From an optimization exercise on the open Yosys and OpenROAD flow, aimed at small area and a short achievable clock period; shortcuts taken in it are not production practice.
Power and IR drop assume default switching activity.

==> wip/zinc <==
==> flow/design.v <==
`default_nettype none
package rv_exec_pkg;
    typedef logic [31:0] word_t;
    typedef logic [4:0]  reg_idx_t;
    typedef logic [2:0]  funct3_t;
    localparam int lo_w = 16;
endpackage
`default_nettype wire
`default_nettype none
module rv_add #(
    parameter int W = 32
) (
    input  logic [W-1:0] a,
    input  logic [W-1:0] b,
    input  logic         cin,
    output logic [W:0]   s
);
    assign s = {1'b0, a} + {1'b0, b} + {{W{1'b0}}, cin};
endmodule
`default_nettype wire
`default_nettype none
module rv_decode (
    input  logic                  clk,
    input  logic                  resetb,
    input  logic                  in_valid,
    input  rv_exec_pkg::word_t    in_insn,
    input  rv_exec_pkg::word_t    in_pc,
    input  rv_exec_pkg::word_t    in_rs1_data,
    input  rv_exec_pkg::word_t    in_rs2_data,
    output logic                  d_valid,
    output rv_exec_pkg::word_t    d_op1,       
    output logic [31:rv_exec_pkg::lo_w] d_op2_hi,  
    output logic                  d_cy,        
    output logic                  d_eq_lo,     
    output logic [29:0]           d_pc,        
    output logic                  d_sel_sum,   
    output logic                  d_sel_sh,    
    output logic                  d_k_and,     
    output logic                  d_k_xor,     
    output logic                  d_sel_lt,    
    output logic                  d_sel_link,  
    output logic                  d_uns,       
    output logic                  d_br_inv,    
    output logic                  d_br_lt,     
    output rv_exec_pkg::reg_idx_t d_rd,
    output logic                  d_rd_we,     
    output logic                  d_ill,       
    output logic                  d_br_mis,    
    output logic                  d_br_ok,     
    output logic                  d_jmp_ok     
);
    localparam int L = rv_exec_pkg::lo_w;
    logic [6:0] opc;
    logic [2:0] f3;
    logic       is_op, is_opi, is_lui, is_auipc, is_jal, is_jalr, is_br, is_alu;
    logic       f7_ok, br_f3_ok, legal, jal_mis, jalr_mis;
    logic       sub, shift_op, logic_op, sum_op, k_and, k_xor;
    rv_exec_pkg::word_t imm_i, imm_u, imm_j, adda, addb, addb_x, op1;
    logic [4:0]  shamt;
    logic [32:0] sr_in;
    rv_exec_pkg::word_t rev_in, sr_out, rev_out;
    logic [L:0]  lo_s;
    assign opc = in_insn[6:0];
    assign f3  = in_insn[14:12];
    assign is_op    = (opc == 7'b0110011);
    assign is_opi   = (opc == 7'b0010011);
    assign is_lui   = (opc == 7'b0110111);
    assign is_auipc = (opc == 7'b0010111);
    assign is_jal   = (opc == 7'b1101111);
    assign is_jalr  = (opc == 7'b1100111);
    assign is_br    = (opc == 7'b1100011);
    assign is_alu   = is_op || is_opi;
    assign f7_ok    = (in_insn[31:25] == 7'h00) || (in_insn[31:25] == 7'h20);
    assign br_f3_ok = (f3[2:1] != 2'b01);
    assign jal_mis  = in_insn[21];
    assign jalr_mis = in_rs1_data[1] ^ in_insn[21] ^ (in_rs1_data[0] & in_insn[20]);
    assign legal = (is_op && f7_ok) || is_opi || is_lui || is_auipc ||
                   (is_jal && !jal_mis) || (is_jalr && !jalr_mis) || (is_br && br_f3_ok);
    assign imm_i = {{20{in_insn[31]}}, in_insn[31:20]};
    assign imm_u = {in_insn[31:12], 12'h0};
    assign imm_j = {{12{in_insn[31]}}, in_insn[19:12], in_insn[20], in_insn[30:21], 1'b0};
    always_comb begin
        adda = (in_insn[3] || (in_insn[2] && !in_insn[5])) ? in_pc : in_rs1_data;
        if (in_insn[4] && in_insn[2] && in_insn[5]) adda = '0;
        if (in_insn[3])                     addb = imm_j;
        else if (in_insn[4] && in_insn[2])  addb = imm_u;
        else if (in_insn[5] && !in_insn[2]) addb = in_rs2_data;
        else                                addb = imm_i;
    end
    assign sub = !in_insn[2] && (in_insn[6] || (!f3[2] && (f3[1] || (in_insn[5] && in_insn[30]))));
    assign addb_x = addb ^ {32{sub}};
    rv_add #(.W(L)) i_lo_add (.a(adda[L-1:0]), .b(addb_x[L-1:0]), .cin(sub), .s(lo_s));
    assign shamt = addb[4:0];
    always_comb begin
        for (int i = 0; i < 32; i++) rev_in[i] = in_rs1_data[31 - i];
    end
    assign sr_in  = f3[2] ? {in_insn[30] & in_rs1_data[31], in_rs1_data} : {1'b0, rev_in};
    assign sr_out = rv_exec_pkg::word_t'($signed(sr_in) >>> shamt);
    always_comb begin
        for (int i = 0; i < 32; i++) rev_out[i] = sr_out[31 - i];
    end
    assign k_and = f3[1];
    assign k_xor = !(f3[1] && f3[0]);
    assign shift_op = !in_insn[6] && !in_insn[2] && (f3[1:0] == 2'b01);
    assign logic_op = !in_insn[6] && !in_insn[2] && f3[2] && (f3[1:0] != 2'b01);
    assign sum_op   = !in_insn[6] && (in_insn[2] || f3 == 3'd0);
    always_comb begin
        op1 = shift_op ? (f3[2] ? sr_out : rev_out) : adda;
        if (logic_op)
            op1[L-1:0] = ({L{k_and}} & adda[L-1:0] & addb_x[L-1:0]) |
                         ({L{k_xor}} & (adda[L-1:0] ^ addb_x[L-1:0]));
        else if (!shift_op)
            op1[L-1:0] = lo_s[L-1:0];
        if (in_insn[6] && !in_insn[2]) op1[10:0] = {in_insn[31], in_insn[7], in_insn[30:25], in_insn[11:9]};
    end
    always_ff @(posedge clk or negedge resetb) begin
        if (!resetb) d_valid <= 1'b0;
        else         d_valid <= in_valid;
    end
    always_ff @(posedge clk) begin
        d_op1      <= op1;
        d_op2_hi   <= addb_x[31:L];
        d_cy       <= lo_s[L];
        d_eq_lo    <= &(adda[L-1:0] ^ addb_x[L-1:0]);
        d_pc       <= in_pc[31:2];
        d_sel_sum  <= sum_op;
        d_sel_sh   <= shift_op;
        d_k_and    <= logic_op && k_and;
        d_k_xor    <= logic_op && k_xor;
        d_sel_lt   <= is_alu && f3[2:1] == 2'b01;
        d_sel_link <= in_insn[6] && in_insn[2];
        d_uns      <= is_br ? f3[1] : f3[0];
        d_br_inv   <= f3[0];
        d_br_lt    <= f3[2];
        d_rd       <= in_insn[11:7];
        d_rd_we    <= legal && !is_br && (in_insn[11:7] != 5'd0);
        d_ill      <= !legal;
        d_br_mis   <= is_br && br_f3_ok && in_insn[8];
        d_br_ok    <= is_br && br_f3_ok && !in_insn[8];
        d_jmp_ok   <= (is_jal && !jal_mis) || (is_jalr && !jalr_mis);
    end
endmodule
`default_nettype wire
`default_nettype none
module rv_alu (
    input  logic                  d_sel_sum,
    input  logic                  d_sel_sh,
    input  logic                  d_k_and,
    input  logic                  d_k_xor,
    input  logic                  d_sel_lt,
    input  logic                  d_sel_link,
    input  logic                  d_uns,
    input  rv_exec_pkg::word_t    d_op1,
    input  logic [31:rv_exec_pkg::lo_w] d_op2_hi,
    input  logic                  d_cy,
    input  logic                  d_eq_lo,
    input  logic [29:0]           pc4,
    output rv_exec_pkg::word_t    sum,          
    output logic                  eq,           
    output logic                  lt,           
    output rv_exec_pkg::word_t    alu_result
);
    localparam int L = rv_exec_pkg::lo_w;
    logic [32-L:0]  hi_s;
    logic [31:L]    a_hi;
    assign a_hi = d_op1[31:L];
    rv_add #(.W(32 - L)) i_hi_add (.a(a_hi), .b(d_op2_hi), .cin(d_cy), .s(hi_s));
    assign sum = {hi_s[31-L:0], d_op1[L-1:0]};
    assign eq  = d_eq_lo && (&(a_hi ^ d_op2_hi));
    assign lt  = (!d_uns && (a_hi[31] == d_op2_hi[31])) ? a_hi[31] : !hi_s[32-L];
    always_comb begin
        if (d_sel_lt)        alu_result = {31'h0, lt};
        else if (d_sel_link) alu_result = {pc4, 2'b00};
        else begin
            alu_result[L-1:0]  = d_op1[L-1:0];
            alu_result[31:L]   = ({(32 - L){d_sel_sum}} & hi_s[31-L:0]) |
                                 ({(32 - L){d_sel_sh}} & a_hi) |
                                 ({(32 - L){d_k_and}} & a_hi & d_op2_hi) |
                                 ({(32 - L){d_k_xor}} & (a_hi ^ d_op2_hi));
        end
    end
endmodule
`default_nettype wire
`default_nettype none
module rv_branch (
    input  logic        eq,
    input  logic        lt,
    input  logic        d_br_inv,
    input  logic        d_br_lt,
    input  logic [29:0] d_pc,
    input  logic [10:0] d_boff,
    input  rv_exec_pkg::word_t sum,
    input  logic        d_br_ok,
    input  logic        d_br_mis,
    input  logic        d_jmp_ok,
    output logic [29:0] pc4,
    output logic [29:0] next_pc,      
    output logic        br_mis_taken
);
    logic [11:0] tgt_lo;
    logic [11:0] pc4_lo;
    logic [18:0] pc_hi, inc_hi, dec_hi, tgt_hi, pc4_hi;
    logic [29:0] tgt;
    logic        cond;
    assign pc_hi  = d_pc[29:11];
    assign inc_hi = pc_hi + 19'd1;
    assign dec_hi = pc_hi - 19'd1;
    assign pc4_lo = {1'b0, d_pc[10:0]} + 12'd1;
    assign pc4_hi = pc4_lo[11] ? inc_hi : pc_hi;
    assign pc4    = {pc4_hi, pc4_lo[10:0]};
    assign tgt_lo = {1'b0, d_pc[10:0]} + {1'b0, d_boff};
    always_comb begin
        case ({tgt_lo[11], d_boff[10]})
            2'b10:   tgt_hi = inc_hi;
            2'b01:   tgt_hi = dec_hi;
            default: tgt_hi = pc_hi;
        endcase
    end
    assign tgt = {tgt_hi, tgt_lo[10:0]};
    assign cond         = d_br_inv ^ (d_br_lt ? lt : eq);
    assign br_mis_taken = d_br_mis && cond;
    always_comb begin
        if (d_jmp_ok)               next_pc = sum[31:2];
        else if (d_br_ok && cond)   next_pc = tgt[29:0];
        else                        next_pc = pc4;
    end
endmodule
`default_nettype wire
`default_nettype none
module rv_retire (
    input  logic                    clk,
    input  logic                    resetb,
    input  logic                    d_valid,
    input  rv_exec_pkg::reg_idx_t   d_rd,
    input  logic                    d_rd_we,
    input  logic                    d_ill,
    input  logic                    br_mis_taken,
    input  rv_exec_pkg::word_t      result,
    input  logic [29:0]             next_pc,
    output logic                    out_valid,
    output rv_exec_pkg::reg_idx_t   out_rd,
    output logic                    out_rd_we,
    output rv_exec_pkg::word_t      out_result,
    output rv_exec_pkg::word_t      out_next_pc,
    output logic                    out_illegal
);
    logic [29:0] npc_q;
    always_ff @(posedge clk or negedge resetb) begin
        if (!resetb) out_valid <= 1'b0;
        else         out_valid <= d_valid;
    end
    always_ff @(posedge clk) begin
        out_rd      <= d_rd;
        out_rd_we   <= d_rd_we;
        out_result  <= result;
        npc_q       <= next_pc;
        out_illegal <= d_ill || br_mis_taken;
    end
    assign out_next_pc = {npc_q, 2'b00};
endmodule
`default_nettype wire
`default_nettype none
module rv_exec_top (
    input  logic                  clk,
    input  logic                  resetb,
    input  logic                  in_valid,
    input  rv_exec_pkg::word_t    in_insn,
    input  rv_exec_pkg::word_t    in_pc,
    input  rv_exec_pkg::word_t    in_rs1_data,
    input  rv_exec_pkg::word_t    in_rs2_data,
    output logic                  out_valid,
    output rv_exec_pkg::reg_idx_t out_rd,
    output logic                  out_rd_we,
    output rv_exec_pkg::word_t    out_result,
    output rv_exec_pkg::word_t    out_next_pc,
    output logic                  out_illegal
);
    logic                  d_valid;
    rv_exec_pkg::word_t    d_op1;
    logic [31:rv_exec_pkg::lo_w] d_op2_hi;
    logic                  d_cy, d_eq_lo;
    logic [29:0]           d_pc;
    logic                  d_sel_sum, d_sel_sh, d_k_and, d_k_xor, d_sel_lt, d_sel_link, d_uns, d_br_inv, d_br_lt;
    rv_exec_pkg::reg_idx_t d_rd;
    logic                  d_rd_we, d_ill, d_br_mis, d_br_ok, d_jmp_ok;
    rv_exec_pkg::word_t    sum, alu_result;
    logic                  eq, lt, br_mis_taken;
    logic [29:0]           pc4, next_pc;
    rv_decode i_decode (
        .clk, .resetb, .in_valid, .in_insn, .in_pc, .in_rs1_data, .in_rs2_data,
        .d_valid, .d_op1, .d_op2_hi, .d_cy, .d_eq_lo, .d_pc, .d_sel_sum, .d_sel_sh, .d_k_and, .d_k_xor, .d_sel_lt,
        .d_sel_link, .d_uns, .d_br_inv, .d_br_lt, .d_rd, .d_rd_we, .d_ill, .d_br_mis,
        .d_br_ok, .d_jmp_ok
    );
    rv_alu i_alu (
        .d_sel_sum, .d_sel_sh, .d_k_and, .d_k_xor, .d_sel_lt, .d_sel_link, .d_uns, .d_op1, .d_op2_hi, .d_cy, .d_eq_lo, .pc4,
        .sum, .eq, .lt, .alu_result
    );
    rv_branch i_branch (
        .eq, .lt, .d_br_inv, .d_br_lt, .d_pc, .d_boff(d_op1[10:0]), .sum, .d_br_ok, .d_br_mis, .d_jmp_ok,
        .pc4, .next_pc, .br_mis_taken
    );
    rv_retire i_retire (
        .clk, .resetb, .d_valid, .d_rd, .d_rd_we, .d_ill, .br_mis_taken,
        .result(alu_result), .next_pc,
        .out_valid, .out_rd, .out_rd_we, .out_result, .out_next_pc, .out_illegal
    );
endmodule
`default_nettype wire
==> flow/flow/run.sh <==
#!/bin/bash
# The standard layout, with plain buffers on the ports instead of the
# delay cells buffer_ports picks by default.
set -euo pipefail
export BUFFER_PORTS_ARGS="-buffer_cell sky130_fd_sc_hd__buf_1"
bash standard.sh > flow_make.log 2>&1
==> flow/standard.sh <==
#!/bin/bash
# synth_recipe.tcl (not shown) runs the flow's synth.tcl, then flattens the netlist and writes it again
# the make line also repeats each setting of config.mk as NAME=value (left out here)
make -C /OpenROAD-flow-scripts/flow DESIGN_CONFIG=/design/flow/config.mk WORK_HOME=/design/flow/orfs CLKGATE_MAP_FILE= SYNTH_SCRIPT=/design/flow/synth_recipe.tcl "${@:-finish}"
==> flow/config.mk <==
export PLATFORM = sky130hd
export DESIGN_NAME = rv_exec_top
export DESIGN_NICKNAME = rv_exec_top
export VERILOG_FILES = /design/flow/design.v
export SDC_FILE = /design/flow/constraint.sdc
export NUM_CORES = 4
export LEC_CHECK = 0
export ABC_AREA = 1
export CAP_MARGIN = 20
export CORE_MARGIN = 2
export CORE_UTILIZATION = 40
export SETUP_SLACK_MARGIN = 2.0
export SLEW_MARGIN = 20
==> flow/constraint.sdc <==
create_clock -name core_clock -period 5.0 [get_ports {clk}]
set_input_delay 1.0000 -clock core_clock [delete_from_list [all_inputs] [get_ports {clk}]]
set_output_delay 1.0000 -clock core_clock [all_outputs]
set_load 0.01 [all_outputs]
==> inputs of wip/raven, as changes to wip/zinc <==
--- a/flow/design.v
+++ b/flow/design.v
@@ -15,7 +15,29 @@
     input  logic         cin,
     output logic [W:0]   s
 );
-    assign s = {1'b0, a} + {1'b0, b} + {{W{1'b0}}, cin};
+    logic [W-1:0] g, p, gg, pp;
+    always_comb begin
+        g  = a & b;
+        p  = a ^ b;
+        gg = g;
+        pp = p;
+        gg[0] = g[0] | (p[0] & cin);
+        for (int d = 1; d < W; d = d * 2) begin
+            for (int i = 2 * d - 1; i < W; i += 2 * d) begin
+                gg[i] = gg[i] | (pp[i] & gg[i - d]);
+                pp[i] = pp[i] & pp[i - d];
+            end
+        end
+        for (int d = 16; d >= 1; d = d / 2) begin
+            for (int i = 3 * d - 1; i < W; i += 2 * d) begin
+                gg[i] = gg[i] | (pp[i] & gg[i - d]);
+                pp[i] = pp[i] & pp[i - d];
+            end
+        end
+        s[0] = p[0] ^ cin;
+        for (int i = 1; i < W; i++) s[i] = p[i] ^ gg[i - 1];
+        s[W] = gg[W - 1];
+    end
 endmodule
 `default_nettype wire
 `default_nettype none
@@ -33,10 +55,8 @@
     output logic                  d_cy,        
     output logic                  d_eq_lo,     
     output logic [29:0]           d_pc,        
+    output logic [10:0]           d_boff,      
     output logic                  d_sel_sum,   
-    output logic                  d_sel_sh,    
-    output logic                  d_k_and,     
-    output logic                  d_k_xor,     
     output logic                  d_sel_lt,    
     output logic                  d_sel_link,  
     output logic                  d_uns,       
@@ -54,8 +74,8 @@
     logic [2:0] f3;
     logic       is_op, is_opi, is_lui, is_auipc, is_jal, is_jalr, is_br, is_alu;
     logic       f7_ok, br_f3_ok, legal, jal_mis, jalr_mis;
-    logic       sub, shift_op, logic_op, sum_op, k_and, k_xor;
-    rv_exec_pkg::word_t imm_i, imm_u, imm_j, adda, addb, addb_x, op1;
+    logic       sub, logic_op, sum_op;
+    rv_exec_pkg::word_t imm_i, imm_u, imm_j, opb, adda, addb, logic_res, op1;
     logic [4:0]  shamt;
     logic [32:0] sr_in;
     rv_exec_pkg::word_t rev_in, sr_out, rev_out;
@@ -79,18 +99,8 @@
     assign imm_i = {{20{in_insn[31]}}, in_insn[31:20]};
     assign imm_u = {in_insn[31:12], 12'h0};
     assign imm_j = {{12{in_insn[31]}}, in_insn[19:12], in_insn[20], in_insn[30:21], 1'b0};
-    always_comb begin
-        adda = (in_insn[3] || (in_insn[2] && !in_insn[5])) ? in_pc : in_rs1_data;
-        if (in_insn[4] && in_insn[2] && in_insn[5]) adda = '0;
-        if (in_insn[3])                     addb = imm_j;
-        else if (in_insn[4] && in_insn[2])  addb = imm_u;
-        else if (in_insn[5] && !in_insn[2]) addb = in_rs2_data;
-        else                                addb = imm_i;
-    end
-    assign sub = !in_insn[2] && (in_insn[6] || (!f3[2] && (f3[1] || (in_insn[5] && in_insn[30]))));
-    assign addb_x = addb ^ {32{sub}};
-    rv_add #(.W(L)) i_lo_add (.a(adda[L-1:0]), .b(addb_x[L-1:0]), .cin(sub), .s(lo_s));
-    assign shamt = addb[4:0];
+    assign opb   = in_insn[5] ? in_rs2_data : imm_i;
+    assign shamt = opb[4:0];
     always_comb begin
         for (int i = 0; i < 32; i++) rev_in[i] = in_rs1_data[31 - i];
     end
@@ -99,19 +109,31 @@
     always_comb begin
         for (int i = 0; i < 32; i++) rev_out[i] = sr_out[31 - i];
     end
-    assign k_and = f3[1];
-    assign k_xor = !(f3[1] && f3[0]);
-    assign shift_op = !in_insn[6] && !in_insn[2] && (f3[1:0] == 2'b01);
-    assign logic_op = !in_insn[6] && !in_insn[2] && f3[2] && (f3[1:0] != 2'b01);
+    always_comb begin
+        case (f3[1:0])
+            2'd0:    logic_res = in_rs1_data ^ opb;
+            2'd2:    logic_res = in_rs1_data | opb;
+            2'd3:    logic_res = in_rs1_data & opb;
+            default: logic_res = f3[2] ? sr_out : rev_out;
+        endcase
+    end
+    always_comb begin
+        adda = (in_insn[3] || (in_insn[2] && !in_insn[5])) ? in_pc : in_rs1_data;
+        if (in_insn[4] && in_insn[2] && in_insn[5]) adda = '0;
+        if (in_insn[3])                     addb = imm_j;
+        else if (in_insn[4] && in_insn[2])  addb = imm_u;
+        else if (in_insn[5] && !in_insn[2]) addb = in_rs2_data;
+        else                                addb = imm_i;
+    end
+    assign sub = !in_insn[2] && (in_insn[6] || f3[1] || (in_insn[5] && in_insn[30]));
+    rv_add #(.W(L)) i_lo_add (
+        .a(adda[L-1:0]), .b(addb[L-1:0] ^ {L{sub}}), .cin(sub), .s(lo_s)
+    );
+    assign logic_op = !in_insn[6] && !in_insn[2] && (f3 == 3'd1 || f3[2]);
     assign sum_op   = !in_insn[6] && (in_insn[2] || f3 == 3'd0);
     always_comb begin
-        op1 = shift_op ? (f3[2] ? sr_out : rev_out) : adda;
-        if (logic_op)
-            op1[L-1:0] = ({L{k_and}} & adda[L-1:0] & addb_x[L-1:0]) |
-                         ({L{k_xor}} & (adda[L-1:0] ^ addb_x[L-1:0]));
-        else if (!shift_op)
-            op1[L-1:0] = lo_s[L-1:0];
-        if (in_insn[6] && !in_insn[2]) op1[10:0] = {in_insn[31], in_insn[7], in_insn[30:25], in_insn[11:9]};
+        op1 = logic_op ? logic_res : adda;
+        if (!logic_op) op1[L-1:0] = lo_s[L-1:0];
     end
     always_ff @(posedge clk or negedge resetb) begin
         if (!resetb) d_valid <= 1'b0;
@@ -119,14 +141,12 @@
     end
     always_ff @(posedge clk) begin
         d_op1      <= op1;
-        d_op2_hi   <= addb_x[31:L];
+        d_op2_hi   <= addb[31:L] ^ {(32 - L){sub}};
         d_cy       <= lo_s[L];
-        d_eq_lo    <= &(adda[L-1:0] ^ addb_x[L-1:0]);
+        d_eq_lo    <= (in_rs1_data[L-1:0] == in_rs2_data[L-1:0]);
         d_pc       <= in_pc[31:2];
+        d_boff     <= {in_insn[31], in_insn[7], in_insn[30:25], in_insn[11:9]};
         d_sel_sum  <= sum_op;
-        d_sel_sh   <= shift_op;
-        d_k_and    <= logic_op && k_and;
-        d_k_xor    <= logic_op && k_xor;
         d_sel_lt   <= is_alu && f3[2:1] == 2'b01;
         d_sel_link <= in_insn[6] && in_insn[2];
         d_uns      <= is_br ? f3[1] : f3[0];
@@ -144,9 +164,6 @@
 `default_nettype none
 module rv_alu (
     input  logic                  d_sel_sum,
-    input  logic                  d_sel_sh,
-    input  logic                  d_k_and,
-    input  logic                  d_k_xor,
     input  logic                  d_sel_lt,
     input  logic                  d_sel_link,
     input  logic                  d_uns,
@@ -171,13 +188,8 @@
     always_comb begin
         if (d_sel_lt)        alu_result = {31'h0, lt};
         else if (d_sel_link) alu_result = {pc4, 2'b00};
-        else begin
-            alu_result[L-1:0]  = d_op1[L-1:0];
-            alu_result[31:L]   = ({(32 - L){d_sel_sum}} & hi_s[31-L:0]) |
-                                 ({(32 - L){d_sel_sh}} & a_hi) |
-                                 ({(32 - L){d_k_and}} & a_hi & d_op2_hi) |
-                                 ({(32 - L){d_k_xor}} & (a_hi ^ d_op2_hi));
-        end
+        else if (d_sel_sum)  alu_result = sum;
+        else                 alu_result = d_op1;
     end
 endmodule
 `default_nettype wire
@@ -197,26 +209,12 @@
     output logic [29:0] next_pc,      
     output logic        br_mis_taken
 );
-    logic [11:0] tgt_lo;
-    logic [11:0] pc4_lo;
-    logic [18:0] pc_hi, inc_hi, dec_hi, tgt_hi, pc4_hi;
-    logic [29:0] tgt;
+    logic [30:0] tgt;
     logic        cond;
-    assign pc_hi  = d_pc[29:11];
-    assign inc_hi = pc_hi + 19'd1;
-    assign dec_hi = pc_hi - 19'd1;
-    assign pc4_lo = {1'b0, d_pc[10:0]} + 12'd1;
-    assign pc4_hi = pc4_lo[11] ? inc_hi : pc_hi;
-    assign pc4    = {pc4_hi, pc4_lo[10:0]};
-    assign tgt_lo = {1'b0, d_pc[10:0]} + {1'b0, d_boff};
-    always_comb begin
-        case ({tgt_lo[11], d_boff[10]})
-            2'b10:   tgt_hi = inc_hi;
-            2'b01:   tgt_hi = dec_hi;
-            default: tgt_hi = pc_hi;
-        endcase
-    end
-    assign tgt = {tgt_hi, tgt_lo[10:0]};
+    assign pc4 = d_pc + 30'd1;
+    rv_add #(.W(30)) i_tgt_add (
+        .a(d_pc), .b({{19{d_boff[10]}}, d_boff}), .cin(1'b0), .s(tgt)
+    );
     assign cond         = d_br_inv ^ (d_br_lt ? lt : eq);
     assign br_mis_taken = d_br_mis && cond;
     always_comb begin
@@ -280,7 +278,8 @@
     logic [31:rv_exec_pkg::lo_w] d_op2_hi;
     logic                  d_cy, d_eq_lo;
     logic [29:0]           d_pc;
-    logic                  d_sel_sum, d_sel_sh, d_k_and, d_k_xor, d_sel_lt, d_sel_link, d_uns, d_br_inv, d_br_lt;
+    logic [10:0]           d_boff;
+    logic                  d_sel_sum, d_sel_lt, d_sel_link, d_uns, d_br_inv, d_br_lt;
     rv_exec_pkg::reg_idx_t d_rd;
     logic                  d_rd_we, d_ill, d_br_mis, d_br_ok, d_jmp_ok;
     rv_exec_pkg::word_t    sum, alu_result;
@@ -288,16 +287,16 @@
     logic [29:0]           pc4, next_pc;
     rv_decode i_decode (
         .clk, .resetb, .in_valid, .in_insn, .in_pc, .in_rs1_data, .in_rs2_data,
-        .d_valid, .d_op1, .d_op2_hi, .d_cy, .d_eq_lo, .d_pc, .d_sel_sum, .d_sel_sh, .d_k_and, .d_k_xor, .d_sel_lt,
+        .d_valid, .d_op1, .d_op2_hi, .d_cy, .d_eq_lo, .d_pc, .d_boff, .d_sel_sum, .d_sel_lt,
         .d_sel_link, .d_uns, .d_br_inv, .d_br_lt, .d_rd, .d_rd_we, .d_ill, .d_br_mis,
         .d_br_ok, .d_jmp_ok
     );
     rv_alu i_alu (
-        .d_sel_sum, .d_sel_sh, .d_k_and, .d_k_xor, .d_sel_lt, .d_sel_link, .d_uns, .d_op1, .d_op2_hi, .d_cy, .d_eq_lo, .pc4,
+        .d_sel_sum, .d_sel_lt, .d_sel_link, .d_uns, .d_op1, .d_op2_hi, .d_cy, .d_eq_lo, .pc4,
         .sum, .eq, .lt, .alu_result
     );
     rv_branch i_branch (
-        .eq, .lt, .d_br_inv, .d_br_lt, .d_pc, .d_boff(d_op1[10:0]), .sum, .d_br_ok, .d_br_mis, .d_jmp_ok,
+        .eq, .lt, .d_br_inv, .d_br_lt, .d_pc, .d_boff, .sum, .d_br_ok, .d_br_mis, .d_jmp_ok,
         .pc4, .next_pc, .br_mis_taken
     );
     rv_retire i_retire (
==> flow/run.sh (new file) <==
#!/bin/bash
# synth_recipe.tcl (not shown) runs the flow's synth.tcl, then flattens the netlist and writes it again
# the make line also repeats each setting of config.mk as NAME=value (left out here)
make -C /OpenROAD-flow-scripts/flow DESIGN_CONFIG=/design/flow/config.mk WORK_HOME=/design/flow/orfs CLKGATE_MAP_FILE= SYNTH_SCRIPT=/design/flow/synth_recipe.tcl finish
ABC_AREA = not set   (was 1)
SETUP_SLACK_MARGIN = not set   (was 2.0)
removed: flow/flow/run.sh
removed: flow/standard.sh
==> inputs of wip/lagoon, as changes to wip/zinc <==
ABC_AREA = not set   (was 1)
==> comparison table <==
| quantity | wip/lagoon | wip/zinc | wip/raven |
|---|---|---|---|
| Startpoint type of the worst setup path | primary input | register | primary input |
| Min cycle time layout | 3.62 ns | 3.09 ns | 4.85 ns |
| Sequential power | 0.00175 W | 0.00168 W | 0.00176 W |
| Placed Instances | 2,249 | 2,732 | 2,426 |
| Average cell area after synthesis | 7.92 µm² | 6.25 µm² | 8.22 µm² |
| Net count, final | 2,163 | 2,620 | 2,269 |
| Setup ws final | 1.38 ns | 1.91 ns | 0.151 ns |
| Ratio of total power to cell area | 353 nW/µm² | 336 nW/µm² | 288 nW/µm² |
| Area of the multi-input gates | 11,000 µm² | 9770 µm² | 10,000 µm² |
| Depth of the most critical reg-to-reg path | 18 | 19 | 16 |
| Final GP Congestion | 0.954 | 1.00 | 1.03 |
| Met3 usage in global routing | 5.23% | 5.35% | 4.38% |
| Comb power frac | 54.2% | 48.8% | 41.6% |
| Run status | timing/DRC/antenna clean | timing/DRC/antenna clean | timing/DRC/antenna clean |
| Critical path start-end classification | in2reg | reg2reg | in2reg |
Function was not checked in any run of this note: the RTL went through the layout flow alone.

==> separate check: timing with driven ports <==
Ports are ideal in the flow. The routed layouts listed here were re-timed in OpenROAD.
Step 1 assumes that a clkbuf_16 drives the clock port and a buf_2 every other input.
Step 2 adds t to the input delays and takes it off the output delays; t is the mean of the earliest and latest rising clock arrival at the registers after step 1. Input paths then give back, and output paths get back, about the clock's delay inside the block.
Slacks: ideal / step 1 / step 2; pairs: ideal / step 1.
run | t (ns) | setup slack, ns | worst setup path after step 2 | clock arrival spread, ns | slew at the worst register clock pin (ns)
wip/zinc | 0.495 | 1.909 / 1.909 / 1.455 | input to register | 0.020 / 0.019 | 0.08 / 0.08
wip/raven | 0.483 | 0.151 / 0.178 / -0.306 | input to register | 0.015 / 0.015 | 0.08 / 0.08
wip/lagoon | 0.495 | 1.379 / 1.387 / 0.891 | input to register | 0.015 / 0.015 | 0.08 / 0.08
Met with ideal ports but missed after step 2: setup timing in wip/raven. The setup slack of wip/lagoon, which loses most, moves by +0.008 ns with the drivers and by -0.488 ns with both steps.
